This is an optimization exercise on Yosys and OpenROAD, whose aim is small area, a short achievable clock period and few clock cycles per item, not a production implementation.
In this exercise RTL edits were held to simulation tests only and were not proved equivalent to the original.

**constraint.sdc**
```tcl
create_clock -name core_clock -period 7.0 [get_ports {clk}]
set_input_delay 1.4000 -clock core_clock [delete_from_list [all_inputs] [get_ports {clk}]]
set_output_delay 1.4000 -clock core_clock [all_outputs]
set_load 0.01 [all_outputs]
```
**run.sh**
```bash
#!/bin/bash
# synth_recipe.tcl (not shown) runs the flow's synth.tcl, then flattens the netlist and writes it again
# the make line also repeats each setting of config.mk as NAME=value (left out here)
make -C /OpenROAD-flow-scripts/flow DESIGN_CONFIG=/design/flow/config.mk WORK_HOME=/design/flow/orfs CLKGATE_MAP_FILE= SYNTH_SCRIPT=/design/flow/synth_recipe.tcl finish
```
**design.v**
```verilog
`default_nettype none
package etach_pkg;
	localparam int SPAN_W      = 17;
	localparam int RATE_W      = 20;
	localparam int REV_W       = 20;
	localparam int ELAPSED_W   = 24;
	localparam int DIV_CNT_W   = $clog2(RATE_W + 1);
	localparam int PADDR_W     = 3;
	localparam int PDATA_W     = 32;
	localparam int QUEUE_DEPTH = 2;
	localparam logic [SPAN_W-1:0]    SPAN_RESET  = 17'd65535;
	localparam logic [RATE_W-1:0]    RATE_RESET  = 20'd62500;
	localparam logic [REV_W-1:0]     REV_MAX     = 20'd1000000;
	localparam logic [ELAPSED_W-1:0] ELAPSED_MAX = 24'hFFFFFF;
	localparam logic REG_SPAN = 1'b0;
	localparam logic REG_RATE = 1'b1;
	localparam logic OP_OVERFLOW = 1'b0;
	localparam logic OP_EDGE     = 1'b1;
	typedef struct packed {
		logic channel;
		logic ovf_sat;
	} meas_tag_t;
endpackage
`default_nettype wire
`default_nettype none
module etach_fifo #(
	parameter int WIDTH = 8,
	parameter int DEPTH = 2
) (
	input  wire              clk,
	input  wire              arst_n,
	input  wire              push,
	input  wire  [WIDTH-1:0] wdata,
	input  wire              pop,
	output logic [WIDTH-1:0] rdata,
	output logic             full,
	output logic             empty
);
	localparam int PTR_W = (DEPTH > 1) ? $clog2(DEPTH) : 1;
	localparam int CNT_W = $clog2(DEPTH + 1);
	logic [WIDTH-1:0] mem_q [DEPTH];
	logic [PTR_W-1:0] wr_ptr_q;
	logic [PTR_W-1:0] rd_ptr_q;
	logic [CNT_W-1:0] count_q;
	assign full  = (count_q == CNT_W'(DEPTH));
	assign empty = (count_q == '0);
	assign rdata = mem_q[rd_ptr_q];
	always_ff @(posedge clk) begin
		if (push) begin
			mem_q[wr_ptr_q] <= wdata;
		end
	end
	always_ff @(posedge clk or negedge arst_n) begin
		if (!arst_n) begin
			wr_ptr_q <= '0;
			rd_ptr_q <= '0;
			count_q  <= '0;
		end else begin
			if (push) begin
				wr_ptr_q <= (wr_ptr_q == PTR_W'(DEPTH - 1)) ? '0 : wr_ptr_q + 1'b1;
			end
			if (pop) begin
				rd_ptr_q <= (rd_ptr_q == PTR_W'(DEPTH - 1)) ? '0 : rd_ptr_q + 1'b1;
			end
			if (push && !pop) begin
				count_q <= count_q + 1'b1;
			end else if (pop && !push) begin
				count_q <= count_q - 1'b1;
			end
		end
	end
endmodule
`default_nettype wire
`default_nettype none
import etach_pkg::*;
module etach_front #(
	parameter int CHANNELS      = 2,
	parameter int CAPTURE_BITS  = 16,
	parameter int OVERFLOW_BITS = 8
) (
	input  wire                      clk,
	input  wire                      arst_n,
	input  wire                      in_valid,
	output logic                     in_ready,
	input  wire                      operation,
	input  wire                      channel,
	input  wire  [CAPTURE_BITS-1:0]  capture,
	input  wire                      q_full,
	output logic                     push,
	output etach_pkg::meas_tag_t     push_tag,
	output logic [OVERFLOW_BITS-1:0] push_ovf,
	output logic [CAPTURE_BITS-1:0]  push_last,
	output logic [CAPTURE_BITS-1:0]  push_cap
);
	localparam logic [OVERFLOW_BITS-1:0] OVF_MAX = {OVERFLOW_BITS{1'b1}};
	logic [CAPTURE_BITS-1:0]  last_q [CHANNELS];
	logic [OVERFLOW_BITS-1:0] ovf_q  [CHANNELS];
	logic [CHANNELS-1:0]      seen_q;
	logic [CHANNELS-1:0]      hit;
	logic                     accept;
	logic                     is_edge;
	logic [CAPTURE_BITS-1:0]  sel_last;
	logic [OVERFLOW_BITS-1:0] sel_ovf;
	logic                     sel_seen;
	assign in_ready = !q_full;
	assign accept   = in_valid && in_ready;
	assign is_edge  = (operation == OP_EDGE);
	always_comb begin
		hit      = '0;
		sel_last = '0;
		sel_ovf  = '0;
		sel_seen = 1'b0;
		for (int c = 0; c < CHANNELS; c++) begin
			if (32'(channel) == c) begin
				hit[c]   = 1'b1;
				sel_last = last_q[c];
				sel_ovf  = ovf_q[c];
				sel_seen = seen_q[c];
			end
		end
	end
	assign push              = accept && is_edge && sel_seen;
	assign push_tag.channel  = channel;
	assign push_tag.ovf_sat  = (sel_ovf == OVF_MAX);
	assign push_ovf          = sel_ovf;
	assign push_last         = sel_last;
	assign push_cap          = capture;
	always_ff @(posedge clk or negedge arst_n) begin
		if (!arst_n) begin
			seen_q <= '0;
			for (int c = 0; c < CHANNELS; c++) begin
				ovf_q[c]  <= '0;
				last_q[c] <= '0;
			end
		end else if (accept) begin
			for (int c = 0; c < CHANNELS; c++) begin
				if (!is_edge) begin
					if (ovf_q[c] != OVF_MAX) begin
						ovf_q[c] <= ovf_q[c] + 1'b1;
					end
				end else if (hit[c]) begin
					seen_q[c] <= 1'b1;
					last_q[c] <= capture;
					ovf_q[c]  <= '0;
				end
			end
		end
	end
endmodule
`default_nettype wire
`default_nettype none
import etach_pkg::*;
module etach_back #(
	parameter int CAPTURE_BITS  = 16,
	parameter int OVERFLOW_BITS = 8
) (
	input  wire                                 clk,
	input  wire                                 arst_n,
	input  wire  [etach_pkg::SPAN_W-1:0]        counter_span,
	input  wire  [etach_pkg::RATE_W-1:0]        rate_numerator,
	input  wire                                 q_empty,
	output logic                                pop,
	input  wire  etach_pkg::meas_tag_t          pop_tag,
	input  wire  [OVERFLOW_BITS-1:0]            pop_ovf,
	input  wire  [CAPTURE_BITS-1:0]             pop_last,
	input  wire  [CAPTURE_BITS-1:0]             pop_cap,
	output logic                                out_valid,
	input  wire                                 out_ready,
	output logic                                result_channel,
	output logic [etach_pkg::REV_W-1:0]         revolutions,
	output logic [etach_pkg::ELAPSED_W-1:0]     elapsed_ticks,
	output logic                                saturated
);
	localparam int PROD_W = OVERFLOW_BITS + SPAN_W;
	localparam int MAX_AB = (PROD_W > CAPTURE_BITS) ? PROD_W : CAPTURE_BITS;
	localparam int TOT_W  = ((MAX_AB > ELAPSED_W) ? MAX_AB : ELAPSED_W) + 1;
	localparam logic [2:0] ST_IDLE = 3'd0;
	localparam logic [2:0] ST_MUL  = 3'd1;
	localparam logic [2:0] ST_SUB  = 3'd2;
	localparam logic [2:0] ST_DIV  = 3'd3;
	localparam logic [2:0] ST_RND  = 3'd4;
	localparam logic [2:0] ST_HOLD = 3'd5;
	logic [2:0]               state_q;
	logic                     ch_q;
	logic                     sat_q;
	logic [OVERFLOW_BITS-1:0] ovf_q;
	logic [CAPTURE_BITS-1:0]  last_q;
	logic [CAPTURE_BITS-1:0]  cap_q;
	logic [PROD_W-1:0]        prod_q;
	logic [ELAPSED_W-1:0]     elapsed_q;
	logic [ELAPSED_W-1:0]     rem_q;
	logic [RATE_W-1:0]        quo_q;
	logic [DIV_CNT_W-1:0]     div_cnt_q;
	logic [REV_W-1:0]         rev_q;
	logic                     out_valid_q;
	logic                     out_ch_q;
	logic [REV_W-1:0]         out_rev_q;
	logic [ELAPSED_W-1:0]     out_elapsed_q;
	logic                     out_sat_q;
	logic [TOT_W-1:0]         total;
	logic [TOT_W-1:0]         diff;
	logic                     behind;
	logic                     too_big;
	logic [ELAPSED_W:0]       rem_sh;
	logic [ELAPSED_W:0]       rem_sub;
	logic                     rem_ge;
	logic [REV_W:0]           quo_up;
	logic                     load_out;
	assign pop = (state_q == ST_IDLE) && !q_empty;
	assign total   = TOT_W'(prod_q) + TOT_W'(cap_q);
	assign behind  = total < TOT_W'(last_q);
	assign diff    = total - TOT_W'(last_q);
	assign too_big = diff > TOT_W'(ELAPSED_MAX);
	assign rem_sh  = {rem_q, quo_q[RATE_W-1]};
	assign rem_ge  = rem_sh >= {1'b0, elapsed_q};
	assign rem_sub = rem_sh - {1'b0, elapsed_q};
	assign quo_up  = {1'b0, quo_q} + (REV_W + 1)'(rem_q != '0);
	assign load_out = (state_q == ST_HOLD) && (!out_valid_q || out_ready);
	always_ff @(posedge clk) begin
		case (state_q)
			ST_IDLE: begin
				ch_q   <= pop_tag.channel;
				sat_q  <= pop_tag.ovf_sat;
				ovf_q  <= pop_ovf;
				last_q <= pop_last;
				cap_q  <= pop_cap;
			end
			ST_MUL: begin
				prod_q <= PROD_W'(ovf_q * counter_span);
			end
			ST_SUB: begin
				rem_q <= '0;
				quo_q <= rate_numerator;
				if (behind) begin
					elapsed_q <= '0;
				end else if (too_big) begin
					elapsed_q <= ELAPSED_MAX;
				end else begin
					elapsed_q <= diff[ELAPSED_W-1:0];
				end
				if (behind || diff == '0) begin
					rev_q <= REV_MAX;
					sat_q <= 1'b1;
				end else if (too_big) begin
					sat_q <= 1'b1;
				end
			end
			ST_DIV: begin
				rem_q <= rem_ge ? rem_sub[ELAPSED_W-1:0] : rem_sh[ELAPSED_W-1:0];
				quo_q <= {quo_q[RATE_W-2:0], rem_ge};
			end
			ST_RND: begin
				if (quo_up > (REV_W + 1)'(REV_MAX)) begin
					rev_q <= REV_MAX;
					sat_q <= 1'b1;
				end else begin
					rev_q <= quo_up[REV_W-1:0];
				end
			end
			default: begin
			end
		endcase
		if (load_out) begin
			out_ch_q      <= ch_q;
			out_rev_q     <= rev_q;
			out_elapsed_q <= elapsed_q;
			out_sat_q     <= sat_q;
		end
	end
	always_ff @(posedge clk or negedge arst_n) begin
		if (!arst_n) begin
			state_q     <= ST_IDLE;
			div_cnt_q   <= '0;
			out_valid_q <= 1'b0;
		end else begin
			case (state_q)
				ST_IDLE: begin
					if (!q_empty) begin
						state_q <= ST_MUL;
					end
				end
				ST_MUL: begin
					state_q <= ST_SUB;
				end
				ST_SUB: begin
					div_cnt_q <= DIV_CNT_W'(RATE_W);
					if (behind || diff == '0) begin
						state_q <= ST_HOLD;
					end else begin
						state_q <= ST_DIV;
					end
				end
				ST_DIV: begin
					div_cnt_q <= div_cnt_q - 1'b1;
					if (div_cnt_q == DIV_CNT_W'(1)) begin
						state_q <= ST_RND;
					end
				end
				ST_RND: begin
					state_q <= ST_HOLD;
				end
				ST_HOLD: begin
					if (load_out) begin
						state_q <= ST_IDLE;
					end
				end
				default: begin
					state_q <= ST_IDLE;
				end
			endcase
			if (load_out) begin
				out_valid_q <= 1'b1;
			end else if (out_ready) begin
				out_valid_q <= 1'b0;
			end
		end
	end
	assign out_valid      = out_valid_q;
	assign result_channel = out_ch_q;
	assign revolutions    = out_rev_q;
	assign elapsed_ticks  = out_elapsed_q;
	assign saturated      = out_sat_q;
endmodule
`default_nettype wire
`default_nettype none
import etach_pkg::*;
module edge_period_tachometer #(
	parameter int CHANNELS      = 2,
	parameter int CAPTURE_BITS  = 16,
	parameter int OVERFLOW_BITS = 8
) (
	input  wire                                 clk,
	input  wire                                 arst_n,
	input  wire                                 psel,
	input  wire                                 penable,
	input  wire                                 pwrite,
	input  wire  [etach_pkg::PADDR_W-1:0]       paddr,
	input  wire  [etach_pkg::PDATA_W-1:0]       pwdata,
	output logic [etach_pkg::PDATA_W-1:0]       prdata,
	output logic                                pready,
	input  wire                                 in_valid,
	output logic                                in_ready,
	input  wire                                 operation,
	input  wire                                 channel,
	input  wire  [CAPTURE_BITS-1:0]             capture,
	output logic                                out_valid,
	input  wire                                 out_ready,
	output logic                                result_channel,
	output logic [etach_pkg::REV_W-1:0]         revolutions,
	output logic [etach_pkg::ELAPSED_W-1:0]     elapsed_ticks,
	output logic                                saturated
);
	localparam int Q_W = 2   + OVERFLOW_BITS + 2 * CAPTURE_BITS;
	logic [SPAN_W-1:0]        span_q;
	logic [RATE_W-1:0]        rate_q;
	logic                     cfg_wr;
	logic                     q_full;
	logic                     q_empty;
	logic                     push;
	logic                     pop;
	etach_pkg::meas_tag_t                push_tag;
	logic [OVERFLOW_BITS-1:0] push_ovf;
	logic [CAPTURE_BITS-1:0]  push_last;
	logic [CAPTURE_BITS-1:0]  push_cap;
	logic [Q_W-1:0]           q_wdata;
	logic [Q_W-1:0]           q_rdata;
	etach_pkg::meas_tag_t                pop_tag;
	logic [OVERFLOW_BITS-1:0] pop_ovf;
	logic [CAPTURE_BITS-1:0]  pop_last;
	logic [CAPTURE_BITS-1:0]  pop_cap;
	assign pready = 1'b1;
	assign cfg_wr = psel && penable && pwrite && pready;
	always_ff @(posedge clk or negedge arst_n) begin
		if (!arst_n) begin
			span_q <= SPAN_RESET;
			rate_q <= RATE_RESET;
		end else if (cfg_wr) begin
			case (paddr[2])
				REG_SPAN: span_q <= pwdata[SPAN_W-1:0];
				REG_RATE: rate_q <= pwdata[RATE_W-1:0];
				default: begin
				end
			endcase
		end
	end
	always_comb begin
		case (paddr[2])
			REG_SPAN: prdata = PDATA_W'(span_q);
			REG_RATE: prdata = PDATA_W'(rate_q);
			default:  prdata = '0;
		endcase
	end
	etach_front #(
		.CHANNELS      (CHANNELS),
		.CAPTURE_BITS  (CAPTURE_BITS),
		.OVERFLOW_BITS (OVERFLOW_BITS)
	) u_front (
		.clk       (clk),
		.arst_n    (arst_n),
		.in_valid  (in_valid),
		.in_ready  (in_ready),
		.operation (operation),
		.channel   (channel),
		.capture   (capture),
		.q_full    (q_full),
		.push      (push),
		.push_tag  (push_tag),
		.push_ovf  (push_ovf),
		.push_last (push_last),
		.push_cap  (push_cap)
	);
	assign q_wdata = {push_tag, push_ovf, push_last, push_cap};
	etach_fifo #(
		.WIDTH (Q_W),
		.DEPTH (QUEUE_DEPTH)
	) u_queue (
		.clk    (clk),
		.arst_n (arst_n),
		.push   (push),
		.wdata  (q_wdata),
		.pop    (pop),
		.rdata  (q_rdata),
		.full   (q_full),
		.empty  (q_empty)
	);
	assign {pop_tag, pop_ovf, pop_last, pop_cap} = q_rdata;
	etach_back #(
		.CAPTURE_BITS  (CAPTURE_BITS),
		.OVERFLOW_BITS (OVERFLOW_BITS)
	) u_back (
		.clk            (clk),
		.arst_n         (arst_n),
		.counter_span   (span_q),
		.rate_numerator (rate_q),
		.q_empty        (q_empty),
		.pop            (pop),
		.pop_tag        (pop_tag),
		.pop_ovf        (pop_ovf),
		.pop_last       (pop_last),
		.pop_cap        (pop_cap),
		.out_valid      (out_valid),
		.out_ready      (out_ready),
		.result_channel (result_channel),
		.revolutions    (revolutions),
		.elapsed_ticks  (elapsed_ticks),
		.saturated      (saturated)
	);
endmodule
`default_nettype wire
```
**config.mk**
```make
export PLATFORM = sky130hd
export DESIGN_NAME = edge_period_tachometer
export DESIGN_NICKNAME = edge_period_tachometer
export VERILOG_FILES = /design/flow/design.v
export SDC_FILE = /design/flow/constraint.sdc
export NUM_CORES = 4
export LEC_CHECK = 0
export CAP_MARGIN = 20
export CORE_MARGIN = 2
export CORE_UTILIZATION = 40
export SLEW_MARGIN = 20
```
==> notes.md <==
layer usage:
| layer | vias up | routed length [um] |
|---|---|---|
| met1 | 7387 | 22500 |
| li1 | 7257 | - |
| met4 | 2 | 1060 |
| met5 | - | 7 |
| met2 | 270 | 24300 |
| met3 | 65 | 1840 |
cell type report:
type	instances	area, um^2
Fill cell	5192	30300
Sequential cell	385	11100
Multi-Input combinational cell	1392	11000
Timing Repair Buffer	129	1240
Clock buffer	57	1220
Tap cell	756	946
Inverter	166	623
Clock inverter	27	265
final timing paths:
check                                                    to                           from
setup reg to reg                u_back.prod_q[24]$_DFFE_PP_      u_back.ovf_q[6]$_DFFE_PP_
hold reg to reg               u_back.out_rev_q[5]$_DFFE_PP_  u_back.rev_q[5]$_SDFFCE_PN0P_
max in group asynchronous  u_front.last_q[1][7]$_DFFE_PN0P_                         arst_n
setup / recovery                u_back.prod_q[24]$_DFFE_PP_      u_back.ovf_q[6]$_DFFE_PP_
min in group asynchronous             rate_q[0]$_DFFE_PN0P_                         arst_n
hold / removal                u_back.out_rev_q[5]$_DFFE_PP_  u_back.rev_q[5]$_SDFFCE_PN0P_
critical path, stage by stage (launching register included):
cell and delay, ps:
edfxtp_1 840, nand2_1 170, fa_1 540, fa_1 550, inv_1 60, fa_1 510, fa_1 490, ha_1 350
o21ai_0 170, nand2b_1 70, a21oi_1 180, o31ai_1 170, a41o_1 310, or4_1 410, a31oi_1 290, nor2b_1 80
o21ai_0 210, a21oi_1 110, xnor2_1 140
registers in the layout, indices dropped and copies added, names as in the netlist, 24 cells and up:
| register | cells |
|---|---|
| u_back.prod_q | 25 |
| u_queue.mem_q | 84 |
| u_back.elapsed_q | 24 |
| u_front.last_q | 32 |
| u_back.rem_q | 24 |
| u_back.out_elapsed_q | 24 |
kinds of logic after synthesis:
group | count (synthesis)
adders and majority gates | 201
muxes | 162
xor gates and xnor gates | 107
other | 2
and+or+nand+nor | 616
buffers and inverters | 255
DFF | 385
AOI/OAI and AO/OA | 293
per-stage QoR:
stage / cells / util (%) / setup WS [ps]
6_report: 2912 / 46.5 / 1110
5_1_grt: 2912 / 46.5 / 809
4_1_cts: 2912 / 46.5 / 1080
3_5_place_dp: 2828 / 43.9 / 1070
3_3_place_gp: 2828 / 43.9 / 1180
2_1_floorplan: 2032 / - / 1710
cell usage after synthesis, types with 19 or more instances:
cell type and n:
clkbuf_1 63, o21ai_0 49, nor2_1 102, nand3_1 42, xor2_1 39, fa_1 93, nor2b_1 19, nand4_1 22
edfxtp_1 285, nand2_1 245, nand2b_1 19, nor3_1 27, dfstp_2 23, ha_1 108, xnor2_1 68, a21oi_1 89
inv_1 166, a21o_1 30, mux2_2 138, and2_1 74, dfrtp_1 77, mux2i_1 24
==> flow_metrics.env <==
export IMPL_outcome="complete, no violations"
export IMPL_clock_path_buffers=3
export IMPL_grt_met2_usage_pct=28.2
export IMPL_tritoncts="built"
export IMPL_async_flop_share_pct=26.0
export IMPL_htree_num_levels=2
export IMPL_cp_start_kind="register"
export IMPL_rsz0062_at_grt="false"
export IMPL_finalWirelength_um=49700
export IMPL_path_clk_slew_ps=60
export IMPL_postCtsSetupBuffers=0
export IMPL_yosys_top_cells_area="edfxtp_1, dfrtp_1, fa_1"
export IMPL_place_congestion=0.869
export IMPL_path_max_fanout=17
export IMPL_ys_ff_latch=385
export IMPL_viasPerCell=5.14
export IMPL_global_route_usage_met3_pct=2.62
export IMPL_hold_viol=0
export IMPL_hpwl_um=36500
export IMPL_antenna_left=0
export IMPL_final_common_cell="edfxtp_1"
export IMPL_period_needed_ps=5890
export IMPL_synth_edf_count=285
export IMPL_cts_root_buf="clkbuf_16"
export IMPL_clock_latency_ps=570
export IMPL_grt_first_pass_wirelength_um=80000
export IMPL_yosysSeqAreaShare_pct=48.3
export IMPL_drive_gt1_share_pct=13.2
export IMPL_final_cell_mix="edfxtp_1, nand2_1, inv_1"
export IMPL_row_count=87
export IMPL_top_usage_layer="met2"
export IMPL_worst_pin_slew_ps=1050
export IMPL_syn_inst=2021
export IMPL_antenna_found_initial=1
export IMPL_area_delta_synth_final_pct=14.7
export IMPL_avgSynthCellArea_um2=11.4
export IMPL_muxShareOfSynthArea_pct=7.81
export IMPL_grtUsageMet1_pct=22.4
export IMPL_nets=2380
export IMPL_synth_top_family_by_area="adder cells"
export IMPL_grt_max_degree=55
export IMPL_ys_warn_count=6
export IMPL_die_y_um=244
export IMPL_cts_sinks=385
export IMPL_maxSlewViolCount=0
export IMPL_finalSetupTns_ps=0
export IMPL_grt_remaining_overflow=0
export IMPL_port_buffer_count=113
export IMPL_final_area_um2=26300
export IMPL_crit_required_ps=7320
export IMPL_drtIter0Drc=925
export IMPL_skew_ps=17.9
export IMPL_hold_ws_ps=418
export IMPL_synthFlopType="edfxtp_1"
export IMPL_dr_pass1_iters=5
export IMPL_io_pins=141
export IMPL_maxCapViolCount=0
export IMPL_fin_crit_sh_pct=84.2
export IMPL_crit_arrival_ps=6210
export IMPL_yosys_area_share_xor_xnor_pct=4.08
export IMPL_track_usage_pct=16.7
export IMPL_reg2regPathDepth=18
export IMPL_antenna_cells=0
export IMPL_hold_path_depth=0
export IMPL_rrSetupSlack_ps=1110
export IMPL_ctsResizeCount=0
export IMPL_synth_top_area_share_pct=37.3
export IMPL_syn_area_um2=23000
export IMPL_crit_type="reg2reg"
export IMPL_routedWlPerCell_um=17.1
export IMPL_start_util_pct=40.6
export IMPL_synth_simple_area_share_pct=12.9
export IMPL_synth_compound_area_share_pct=8.42
export IMPL_die_area_um2=59400
export IMPL_die_width_um=244
export IMPL_yosysTopAreaCell="edfxtp_1"
export IMPL_setup_viol_count_final=0
export IMPL_end_kind="register"
export IMPL_numCtsBuffers=45
export IMPL_ctsHoldBuffers=0
export IMPL_hp_class="reg2reg"
export IMPL_drc=0
export IMPL_place_area_um2=24900
export IMPL_grt_pass1_vias=15000
export IMPL_core_um2=56600
export IMPL_synth_fa_ha_area_share_pct=14.0
export IMPL_synthDistinctLibCells=76
export IMPL_relSlewSlack_pct=30.1
export IMPL_num_vias=15000
export IMPL_timing_fmax_mhz=170
Testbench counts, summed over its fixed seeds: cycles 199,522, items 8,529.

==> static timing again, ports no longer ideal <==
How much do the figures lean on ideal ports? The routed layout below was timed once more, with nothing changed but the port constraints. Step 1 sets driving cells, clkbuf_16 on the clock port and buf_2 on the other inputs (assumed; they add their load-dependent delay and slew). Step 2 times the ports against the registers' clock, not the clock port: input delays grow and output delays shrink by t, the midpoint of the rising clock arrivals with the driver on. a / b / c = ideal ports / drivers / drivers and shift; a / b = the first two.
t (ns): 0.617
slack for setup (ns): 1.105 / 1.105 / 1.105
worst slew at a driven data input, ns: 0.07
After both steps setup and hold are still met in this run. The setup slack of this run moves by 0.000 ns with the drivers and by 0.000 ns with both steps.
